Source: an optimization exercise on an open RTL-to-GDS flow (aim: small area). Production flows keep margins and buffers that such runs may drop.
Only simulation tests tie the RTL to the original design; equivalence was not proved.
Power figures rest on the tool's default switching activity, not on a simulated workload.

File: config.mk
export PLATFORM = sky130hd
export DESIGN_NAME = armDpTop
export DESIGN_NICKNAME = armDpTop
export VERILOG_FILES = /design/flow/design.v
export SDC_FILE = /design/flow/constraint.sdc
export NUM_CORES = 4
export LEC_CHECK = 0
export CAP_MARGIN = 20
export CORE_MARGIN = 2
export CORE_UTILIZATION = 40
export CTS_CLUSTER_DIAMETER = 120
export CTS_CLUSTER_SIZE = 26
export SETUP_SLACK_MARGIN = 0.1
export SLEW_MARGIN = 20
export SYNTH_HIERARCHICAL = 1
export SYNTH_MINIMUM_KEEP_SIZE = 0
File: design.v
`timescale 1ns/1ps
`timescale 1ns/1ps
module regFile (
  input  logic        clk,
  input  logic [15:0] we,
  input  logic [31:0] wd,
  input  logic [15:0] selA,
  input  logic [15:0] selB,
  output logic [31:0] rdA,
  output logic [31:0] rdB
);
  logic [31:0] regs [0:15];
  always_ff @(posedge clk)
  begin
    for (int i = 0; i < 16; i++)
    begin
      if (we[i])
      begin
        regs[i] <= wd;
      end
    end
  end
  always_comb
  begin
    rdA = '0;
    rdB = '0;
    for (int i = 0; i < 16; i++)
    begin
      rdA = rdA | (regs[i] & {32{selA[i]}});
      rdB = rdB | (regs[i] & {32{selB[i]}});
    end
  end
endmodule
`timescale 1ns/1ps
`timescale 1ns/1ps
module executeUnit (
  input  logic        en,
  input  logic [31:0] a,
  input  logic [31:0] b,
  input  logic [3:0]  opc,
  input  logic        cFlag,
  output logic [31:0] result,
  output logic        arith,
  output logic        carry,
  output logic        ovf
);
  logic invA;
  logic invB;
  logic cin;
  always_comb
  begin
    invA  = 1'b0;
    invB  = 1'b0;
    arith = 1'b1;
    cin   = 1'b0;
    case (opc)
      4'd2, 4'd10:  begin invB = 1'b1; cin = 1'b1; end
      4'd3:         begin invA = 1'b1; cin = 1'b1; end
      4'd4, 4'd11:  begin end
      4'd5:         begin cin = cFlag; end
      4'd6:         begin invB = 1'b1; cin = cFlag; end
      4'd7:         begin invA = 1'b1; cin = cFlag; end
      4'd14, 4'd15: begin invB = 1'b1; arith = 1'b0; end
      default:      begin arith = 1'b0; end
    endcase
  end
  logic [31:0] x;
  logic [31:0] y;
  logic [31:0] p;
  logic [31:0] g;
  assign x = a ^ {32{invA}};
  assign y = b ^ {32{invB}};
  assign p = x ^ y;
  assign g = x & y;
  logic [31:0] gp;
  logic [31:0] pp;
  always_comb
  begin
    gp = g;
    pp = p;
    gp[0] = p[0] ? cin : g[0];
    for (int l = 1; l < 32; l = l * 2)
    begin
      for (int i = 2*l - 1; i < 32; i = i + 2*l)
      begin
        gp[i] = pp[i] ? gp[i-l] : gp[i];
        pp[i] = pp[i] & pp[i-l];
      end
    end
    for (int l = 8; l >= 1; l = l / 2)
    begin
      for (int i = 3*l - 1; i < 32; i = i + 2*l)
      begin
        gp[i] = pp[i] ? gp[i-l] : gp[i];
        pp[i] = pp[i] & pp[i-l];
      end
    end
  end
  logic [32:0] c;
  logic [31:0] sum;
  logic [31:0] lv;
  assign c   = {gp, cin};
  assign sum = p ^ c[31:0];
  always_comb
  begin
    case (opc)
      4'd1, 4'd9:   lv = p;        
      4'd12:        lv = p | g;    
      4'd13, 4'd15: lv = y;        
      default:      lv = g;        
    endcase
  end
  assign result = (sum & {32{en & arith}}) | (lv & {32{en & ~arith}});
  assign carry  = c[32];
  assign ovf    = c[32] ^ c[31];
endmodule
`timescale 1ns/1ps
`timescale 1ns/1ps
module armDpTop (
  input  logic        clk,
  input  logic        rstN,
  input  logic        instrValid,
  input  logic [31:0] instr,
  output logic        resultValid,
  output logic        resultWrote,
  output logic [3:0]  resultRd,
  output logic [31:0] resultData,
  output logic [3:0]  flags
);
  logic       immSel;
  logic [3:0] opc;
  logic       setFlags;
  logic [3:0] rn;
  logic [3:0] rd;
  logic [3:0] rot;
  logic [7:0] imm8;
  logic [3:0] rm;
  assign immSel   = instr[25];
  assign opc      = instr[24:21];
  assign setFlags = instr[20];
  assign rn       = instr[19:16];
  assign rd       = instr[15:12];
  assign rot      = instr[11:8];
  assign imm8     = instr[7:0];
  assign rm       = instr[3:0];
  logic        validQ;
  logic        wroteQ;
  logic [3:0]  rdQ;
  logic [31:0] dataQ;
  logic        nQ;
  logic        cQ;
  logic        vQ;
  logic [15:0] selA;
  logic [15:0] selB;
  logic [15:0] rotHot;
  logic [15:0] we;
  logic        isTest;
  assign isTest = (opc[3:2] == 2'b10);
  always_comb
  begin
    for (int i = 0; i < 16; i++)
    begin
      selA[i]   = (rn == i);
      selB[i]   = (rm == i) & ~immSel;
      rotHot[i] = (rot == i) & immSel;
      we[i]     = ~rstN | (instrValid & ~isTest & (rd == i));
    end
  end
  logic [31:0] rdA;
  logic [31:0] rdB;
  logic [31:0] result;
  regFile regFile0 (
    .clk  (clk),
    .we   (we),
    .wd   (result),
    .selA (selA),
    .selB (selB),
    .rdA  (rdA),
    .rdB  (rdB)
  );
  logic [31:0] immOp;
  always_comb
  begin
    for (int j = 0; j < 32; j++)
    begin
      immOp[j] = 1'b0;
      for (int r = 0; r < 16; r++)
      begin
        if (((j + 2*r) % 32) < 8)
        begin
          immOp[j] = immOp[j] | (rotHot[r] & imm8[(j + 2*r) % 32]);
        end
      end
    end
  end
  logic arith;
  logic carry;
  logic ovf;
  executeUnit executeUnit0 (
    .en     (rstN),
    .a      (rdA),
    .b      (rdB | immOp),
    .opc    (opc),
    .cFlag  (cQ),
    .result (result),
    .arith  (arith),
    .carry  (carry),
    .ovf    (ovf)
  );
  logic zFromData;
  logic zQ;
  logic zOut;
  logic [2:0] ncvNew;
  assign zOut   = zFromData ? (dataQ == 32'b0) : zQ;
  assign ncvNew = {result[31],
                   arith ? carry : cQ,
                   arith ? ovf : vQ};
  always_ff @(posedge clk)
  begin
    validQ <= rstN & instrValid;
    wroteQ <= ~isTest;
    rdQ    <= rd;
    dataQ  <= result;
    if (!rstN)
    begin
      nQ        <= 1'b0;
      cQ        <= 1'b0;
      vQ        <= 1'b0;
      zFromData <= 1'b0;
      zQ        <= 1'b0;
    end
    else
    begin
      if (instrValid & setFlags)
      begin
        nQ        <= ncvNew[2];
        cQ        <= ncvNew[1];
        vQ        <= ncvNew[0];
        zFromData <= 1'b1;
      end
      else
      begin
        zFromData <= 1'b0;
        zQ        <= zOut;
      end
    end
  end
  assign resultValid = validQ;
  assign resultWrote = wroteQ;
  assign resultRd    = rdQ;
  assign resultData  = dataQ;
  assign flags       = {nQ, zOut, cQ, vQ};
endmodule
File: flow/post_grt.tcl
# Runs at the end of ORFS's global-route step, after its power recovery has sized
# cells down: repair the slew and capacitance that left, then setup, with the same
# incremental re-route and legalisation the step uses around its own repairs.
log_cmd global_route -start_incremental
repair_design_helper
log_cmd detailed_placement
log_cmd global_route -end_incremental \
  -congestion_report_file $::env(REPORTS_DIR)/congestion_post_bench_repair.rpt
log_cmd estimate_parasitics -global_routing
log_cmd global_route -start_incremental
repair_timing_helper -setup
log_cmd detailed_placement
log_cmd global_route -end_incremental \
  -congestion_report_file $::env(REPORTS_DIR)/congestion_post_bench_timing.rpt
log_cmd estimate_parasitics -global_routing
report_metrics 5 "global route after bench repair"
File: standard.sh
#!/bin/bash
# synth_recipe.tcl (not shown) runs the flow's synth.tcl, then flattens the netlist and writes it again
# the make line also repeats each setting of config.mk as NAME=value (left out here)
make -C /OpenROAD-flow-scripts/flow DESIGN_CONFIG=/design/flow/config.mk WORK_HOME=/design/flow/orfs CLKGATE_MAP_FILE= SYNTH_SCRIPT=/design/flow/synth_recipe.tcl "${@:-finish}"
File: flow/run.sh
#!/bin/bash
# The standard layout (standard.sh, unchanged synthesis) with extra ORFS settings:
# port buffers are buf_2 cells instead of the default delay-buffer pick; after
# global routing non-critical cells are sized down (ORFS's RECOVER_POWER step) and
# flow/post_grt.tcl then repairs slew, capacitance and setup again.
# make's full output goes to standard_make.log; each ORFS step also keeps its own
# log under orfs/logs/.
set -euo pipefail
bash standard.sh \
  "BUFFER_PORTS_ARGS=-buffer_cell sky130_fd_sc_hd__buf_2" \
  "RECOVER_POWER=100" \
  "POST_GLOBAL_ROUTE_TCL=$PWD/flow/post_grt.tcl" \
  finish > standard_make.log 2>&1
File: constraint.sdc
create_clock -name core_clock -period 6.5 [get_ports {clk}]
set_input_delay 1.3000 -clock core_clock [delete_from_list [all_inputs] [get_ports {clk}]]
set_output_delay 1.3000 -clock core_clock [all_outputs]
set_load 0.01 [all_outputs]
==> metrics.md <==
| Metric | Value |
|---|---|
| Hpwl dp | `roughly 65 mm` |
| IO buf count | `70` |
| Combinational power share | `27.1%` |
| Routed length per instance | `32.1 um` |
| Hold crit path type | `flip-flop to flip-flop` |
| Max-cap viol count | `0` |
| Antenna violations before repair | `10` |
| Synth-to-Final Area Change | `15.4%` |
| Yosys reg bits | `approximately 560` |
| Main combinational cell family by area after synthesis | `compound AO/OA/AOI/OAI gates` |
| Worst VDD drop | `around 0.00032 V` |
| Via count | `about 21000` |
| Slew Limit Headroom | `30.0%` |
| Ys flop type | `edfxtp_1` |
| Vias in the first global route | `20600` |
| Gr ovfl total | `0` |
| Cell with the most instances after synthesis | `edfxtp_1` |
| Post-route cell area | `between 0.03 and 0.04 sq mm` |
| Post-synth EDFFs | `approximately 500` |
| Critical path arrival | `about 6.6 ns` |
| Routability cong. | `0.974` |
| Mux share of post-synthesis cell area | `less than 1%` |
| R2r startpoint | `regFile0.regs[4][0]` |
| Fin. Hold Viols | `0` |
| Area of the core | `0.0670 sq mm` |
| Yosys warnings | `10` |
| Hold_sp | `nQ` |
| First-pass GRT wire length | `about 140 mm` |
| Post-synth ARST share | `0%` |
| Tot Pwr | `~10 mW` |
| Simple-Gate Fraction of Synth Area | `6.35%` |
| Clk_skew | `0.0294 ns` |
| Mapped Cells | `2035` |
| Critical path class | `input pin to flip-flop` |
| Global Route Usage Sum | `28.2%` |
| Largest net degree at the start of global routing | `35` |
| Wirelength, routed | `~100 mm` |
| Fmax | `~160 MHz` |
| FP Rows | `95` |
| Pins Over Slew Limit | `0` |
| Synth top area share | `56.9%` |
| Initial Utilization | `40.3%` |
| Clock Sinks | `555` |
| Slew @ Worst Pin | `about 1.0 ns` |
| Lkg Pwr | `between 10 and 15 nW` |
| Internal Pwr Total | `6.72 mW` |
| Run status | `timing/DRC/antenna clean` |
| Syn Nets | `roughly 2200` |
| Largest fanout on the critical path | `17` |
| Worst path cell trace | `buf_2 > nand3b_1 > buf_12 > nor2_4 > buf_4 > a22o_2 > a221oi_1 > nand4_1 > a21oi_1 > nand3_1 > xnor2_1 > ha_1 > or2_1 > a311o_1 > a2111oi_4 > nor3_2 > mux2_4 > mux2i_1 > fa_1 > nand2_1 > nand2_1 > nor2_1 > clkbuf_2` |
| Sequential power share | `a little over half` |
| Post-synthesis sequential area ratio | `around 60%` |
| Initial DRT Pass Iterations | `6` |
| Die W | `264 um` |
| Reg clk slew, reported paths | `around 0.10 ns` |
| Post-CTS Hold Buffers | `0` |
| Critical Path RT | `just under 7 ns` |
| Main area contributors after synthesis | `edfxtp_1 57%, a221oi_1 9.4%, a22o_1 7.2%` |
| Post_cts resized | `10` |
| Final ANT Viol Nets | `0` |
| Placement Cell Area | `~0.030 sq mm` |
| Share of cells above drive strength 1 | `about a fifth` |
| Skew-Pair Late Insertion Delay | `between 0.6 and 0.7 ns` |
| Clock Path Buffers | `3` |
| Worst setup EP type | `flip-flop` |
| Syn avg cell area | `13.3 sq um` |
| Slowest cell on crit path | `a2111oi_4` |
| Final setup violation count | `0` |
| Postcts setup bufs | `0` |
| Top cells by count, synth | `512 x edfxtp_1, 289 x a221oi_1, 221 x a22o_1, 89 x nand2_1, 84 x clkbuf_1` |
| CTS Root Cell | `clkbuf_16` |
| Final Cycle Share | `around 96%` |
| I/O pin total | `77` |
| CP most frequent cell | `nand2_1` |
| Net Sw Power | `around 3.2 mW` |
| Unique masters post-synth | `62` |
| Via density | `~6.8` |
| Post-Syn Area | `~0.027 sq mm` |
| Nature of the critical path startpoint | `input pin` |
| Sw Ratio | `about 32%` |
| CP Buf/Inv Count | `4` |
| Max incr delay on CP | `about 0.46 ns` |
| Power Dens Cells | `319 mW/mm^2` |
| Chip Height | `approximately 260 um` |
| Leading area contributor after synthesis | `edfxtp_1` |
| Xor and xnor area share after synthesis | `~2.6%` |
| Kind of cell adding the most delay to the critical path | `compound AO/OA/AOI/OAI gates` |
| Clock power share | `between 10% and 20%` |
| H-tree depth | `1` |
| Fin nets | `2381` |
| Drt initial violations | `between 3000 and 4000` |
| Number of CTS-inserted buffers | `25` |
| Total negative setup slack | `0 ns` |
| CTS tree | `yes` |
| Beginning of the critical path | `instr[25]` |
| Compound-gate portion of the synthesized area | `approximately 22%` |
| Adder-cell share of the synthesized area | `between 4 and 5%` |
| Drt drc | `0` |
| Minimum clock period | `~6.2 ns` |
| Die area | `just under 0.07 sq mm` |
power by group through the flow:
stage	Sequential (mW)	Clock, mW	Combinational, mW
2_1_floorplan	5.31	0	1.44
3_3_place_gp	5.34	0	2.53
3_5_place_dp	5.39	0	2.60
4_1_cts	5.31	1.91	2.62
6_report	5.34	1.90	2.69
Yosys stat by module (local to each module, per instance):
module,cells,times used,flops+latches
armDpTop,318,1,43
regFile,1184,1,512
executeUnit,533,1,0
path summary, 6_finish.rpt:
path,endpoint,cells after the start,slack [ns]
setup / recovery,regFile0.regs[6][18],23,0.25
hold / removal,nQ,2,0.48
setup reg to reg,regFile0.regs[14][17],19,0.99
hold reg to reg,nQ,2,0.48
through the flow:
stage	worst slack, ns	hold slack (ns)	util, %	instances
2_1_floorplan	0.104	0.444	-	2035
3_3_place_gp	-1.07	0.449	44.9	3083
3_5_place_dp	-0.963	0.461	44.9	3085
4_1_cts	0.118	0.476	46.0	3130
6_report	0.254	0.483	46.5	3161
cell type report:
cell class,instances,area [sq um]
fill,5998,35900
sequential,555,16200
multi-input combinational,1258,10200
timing repair buffer,353,2630
tap,873,1090
clock buffer,44,718
inverter,72,270
clock inverter,1,16.3
antenna,5,12.5
registers in the layout, indices dropped and copies added, names as in the netlist:
| signal | count |
|---|---|
| regFile0.regs | 512 |
| dataQ | 32 |
| rdQ | 4 |
| cQ | 1 |
| nQ | 1 |
| vQ | 1 |
| validQ | 1 |
| wroteQ | 1 |
| zFromData | 1 |
| zQ | 1 |
tightest hold or removal path, cell delays in order, from the launching register on:
cell	delay [ns]
dfxtp_1	0.33
nand2_1	0.05
a21boi_0	0.07
cells by family (layout without fill, tap and decap cells):
family | after synthesis | count (layout)
compound gates | 743 | 743
flops | 555 | 555
simple gates | 342 | 342
buf+inv | 222 | 470
fa+ha+maj | 81 | 81
xor+xnor | 80 | 80
mux | 12 | 12
other cells | 0 | 5
placed cells by master (no fill, tap or decap), drive strengths merged, types with 3 or more instances in the layout:
| cell type | synthesis | final |
|---|---|---|
| nand3 | 36 | 36 |
| buf | 66 | 264 |
| and3 | 3 | 3 |
| a22o | 256 | 256 |
| or3 | 4 | 4 |
| a221oi | 289 | 289 |
| nor4 | 7 | 7 |
| mux2i | 10 | 10 |
| inv | 72 | 73 |
| ha | 64 | 64 |
| dfxtp | 43 | 43 |
| fa | 17 | 17 |
| nand2b | 14 | 14 |
| clkbuf | 84 | 133 |
| xnor2 | 78 | 78 |
| a22oi | 32 | 32 |
| edfxtp | 512 | 512 |
| a31o | 4 | 4 |
| nor2b | 5 | 5 |
| nor2 | 80 | 80 |
| nor3 | 17 | 17 |
| nand4 | 73 | 73 |
| diode | 0 | 5 |
| nand3b | 5 | 5 |
| a21oi | 72 | 72 |
| nand2 | 89 | 89 |
| o21ai | 72 | 72 |
per-layer routing:
layer	vias up	part of all wire, %	global-route usage [%]
met3	294	11	6.20
met5	-	0.056	0
met4	10	5.0	11.7
met1	10800	39	38.2
met2	1470	44	44.0
li1	8833	-	-

-- separate check: timing with driven ports --
How much do the figures lean on ideal ports? The routed layout below was timed once more, with nothing changed but the port constraints. Step 1 (the two cells are an assumption about what drives the block):
set clk [get_ports {clk}]
set_driving_cell -lib_cell sky130_fd_sc_hd__clkbuf_16 $clk
set_driving_cell -lib_cell sky130_fd_sc_hd__buf_2 [delete_from_list [all_inputs] $clk]
Step 2 adds t to the input delays and takes it off the output delays; t is the mean of the earliest and latest rising clock arrival at the registers after step 1. Input paths then give back, and output paths get back, about the clock's delay inside the block. Three values: ideal ports, drivers, drivers and shift; two values: the first two.
t (ns): 0.655
slack for setup (ns): 0.254 / 0.206 / -0.449
hold slack, ns: 0.483 / 0.483 / 0.483
slew at the worst register clock pin (ns): 0.12 / 0.12
With both steps, setup timing fails in this run, where it was met with ideal ports. The setup slack of this run moves by -0.048 ns with the drivers and by -0.703 ns with both steps.
